Background: an optimization exercise with open tools, aiming at small area. Do not read the settings as production practice.
The RTL was checked by simulation tests, not by an equivalence proof against the original design.
Power is estimated from default activity; no workload was simulated. The flow treats the clock pin as an ideal source, which a real chip does not have.

== v27 ==
// wb_reg_file
module wb_reg_file #(
    parameter int PC_BITS       = 32,
    parameter int REG_ADDR_BITS = 5
) (
    input  logic                     clk,
    input  logic                     rst,
    input  logic                     reg_write_wb,
    input  logic [1:0]               mem_to_reg_wb,
    input  logic [PC_BITS-1:0]       alu_out_wb,
    input  logic [PC_BITS-1:0]       read_data_wb,
    input  logic [PC_BITS-1:0]       pc_plus_4wb,
    input  logic [REG_ADDR_BITS-1:0] write_reg_wb,
    input  logic [REG_ADDR_BITS-1:0] rs_addr_d,
    input  logic [REG_ADDR_BITS-1:0] rt_addr_d,
    output logic [PC_BITS-1:0]       rs_data_d,
    output logic [PC_BITS-1:0]       rt_data_d,
    output logic [PC_BITS-1:0]       result_wb,
    output logic                     commit_wb,
    output logic [31:0]              wb_count
);
Size: about 3500 cells after synthesis, roughly 1000 flip-flops, about 250 I/O pins, roughly 40000 um2 of cells after synthesis.
export LEC_CHECK = 0
export CAP_MARGIN = 20
export CORE_MARGIN = 2
export CORE_UTILIZATION = 45
export CTS_CLUSTER_DIAMETER = 100
export CTS_CLUSTER_SIZE = 30
export SLEW_MARGIN = 20
export SYNTH_HIERARCHICAL = 1
create_clock -name core_clock -period 6.0 [get_ports {clk}]
standard.sh (not shown) runs the stock make flow with config.mk's settings and CLKGATE_MAP_FILE= SYNTH_SCRIPT=/design/flow/synth_recipe.tcl, a recipe that flattens the netlist after the stock synthesis.
==> flow/flow/run.sh <==
#!/bin/bash
# Standard ORFS layout (the standard.sh) with two changes to how the layout is made: the port
# buffers are the smallest buffer instead of clkdlybuf4s50_1, and clock tree synthesis inserts no
# dummy loads. Each tool's full log stays under orfs/logs/; make's own output goes to
# flow_make.log here.
set -euo pipefail
export BUFFER_PORTS_ARGS="-buffer_cell sky130_fd_sc_hd__buf_1"
export CTS_ARGS="-sink_clustering_enable -repair_clock_nets -sink_clustering_size 30 -sink_clustering_max_diameter 100 -dont_use_dummy_load"
bash standard.sh finish > flow_make.log 2>&1
Setup changes, v27 to v1
- PLACE_DENSITY now 0.66, previously not set
- CORE_UTILIZATION now 55, was 45
==> comparison <==
v1 vs. v27: core utilization of the finished layout now larger; fmax decreased by about 0.8% relative to the old numbers; clock period minus worst slack rose 0.043 ns. Number of buffer and inverter instances along the worst setup path in v1 is 1 below v27. Between v27 and v1, the sequential share of layout area figures differ only marginally. Worst setup slack in v1 vs v27: down 0.043 ns. Compared with v27, in v1 initial antenna violation count shows no meaningful change; clock-pin slew of the registers on the worst-case setup and hold paths shows no meaningful change.
Setup changes, v1 to v45
- CTS_CLUSTER_SIZE changed from 30 to 24
- CTS_CLUSTER_DIAMETER changed from 100 to 80
- CAP_MARGIN changed from 20 to 10
- CORE_UTILIZATION changed from 55 to 45
- SLEW_MARGIN changed from 20 to 10
- PLACE_DENSITY removed (was 0.66)
==> flow/flow/run.sh <==
#!/bin/bash
# Standard ORFS layout (the standard.sh) with one change to how the layout is made: the port
# buffers are the smallest buffer instead of clkdlybuf4s50_1. Each tool's full log stays under
# orfs/logs/; make's own output goes to flow_make.log here.
set -euo pipefail
export BUFFER_PORTS_ARGS="-buffer_cell sky130_fd_sc_hd__buf_1"
bash standard.sh finish > flow_make.log 2>&1
### Flow results
Summary of v45 over v1: combinational share of power went down by 1.1 points, first-iteration DRC count went down by 1708, share of the core filled with cells in the final layout went down by 11 points. [diff] switching power, v45 relative to v1: regression.
Relative to v45, the following input files were edited for v34:
- CAP_MARGIN: 10 -> 20
- SLEW_MARGIN: 10 -> 20
- CORE_UTILIZATION: 45 -> 35
- PLACE_DENSITY: unset -> 0.45
## What came out
[compare] base=v45 new=v34: number of buffers created by CTS now sits higher, area growth from synthesis to layout now sits higher. Overall power (lower): v45. v34 vs. v45: worst path setup slack after routing went down 0.15 ns; highest net fanout along the worst path now smaller; overall via count from detail_route increased 972. There was hardly any difference in multi-input logic area between v34 and v45. v34: all stages complete, timing, DRC and antenna checks passed. Comparing v34 and v45, the lower final cell count without fillers was measured on v45.
Setup changes, v34 to v7
- swapping 80 for 100 in CTS_CLUSTER_DIAMETER
- swapping 35 for 45 in CORE_UTILIZATION
- clearing PLACE_DENSITY, which used to be 0.45
- swapping 24 for 30 in CTS_CLUSTER_SIZE
Results
Diff v34 -> v7: die footprint decreased 22%, slack of the worst reg-to-reg path increased 0.02 ns, largest voltage drop on the vdd net increased about 9%, setup slack increased 0.21 ns, share of total power in combinational logic increased 0.8 points.
v7 -> v34: average cell area after synthesis flat
[v7 vs v34] clock power share: lower in v7
Compare v7 and v34 | post-route clock period utilization higher: v34

-- static timing again, ports no longer ideal --
No port has a modelled driver above. Below, the same layouts with a new extraction and two added sets of constraints. Step 1 assumes that a clkbuf_16 drives the clock port and a buf_2 every other input. Step 2 moves the port delays by t, midway between the first and last clock arrival at a register: inputs arrive t later, outputs are due t later. That takes back most of the time a late clock gives input paths. a / b / c = ideal / step 1 / step 2; a / b = the first two.
| run | shift t [ns] | setup slack, ns | latest minus earliest clock arrival (ns) | worst register clock-pin slew, ns | pins driven straight from the clock port |
|---|---|---|---|---|---|
| v27 | 0.688 | 0.445 / 0.380 / 0.380 | 0.074 / 0.074 | 0.12 / 0.12 | 1 |
| v1 | 0.697 | 0.402 / 0.372 / 0.372 | 0.057 / 0.057 | 0.12 / 0.12 | 1 |
| v45 | 0.717 | 0.537 / 0.474 / 0.474 | 0.042 / 0.042 | 0.10 / 0.10 | 1 |
| v34 | 0.771 | 0.389 / 0.261 / 0.261 | 0.033 / 0.034 | 0.10 / 0.10 | 1 |
| v7 | 0.705 | 0.599 / 0.537 / 0.537 | 0.041 / 0.041 | 0.12 / 0.12 | 1 |
After both steps setup and hold are still met in every run listed. The setup slack of v34, which loses most, moves by -0.128 ns with the drivers and by -0.128 ns with both steps.
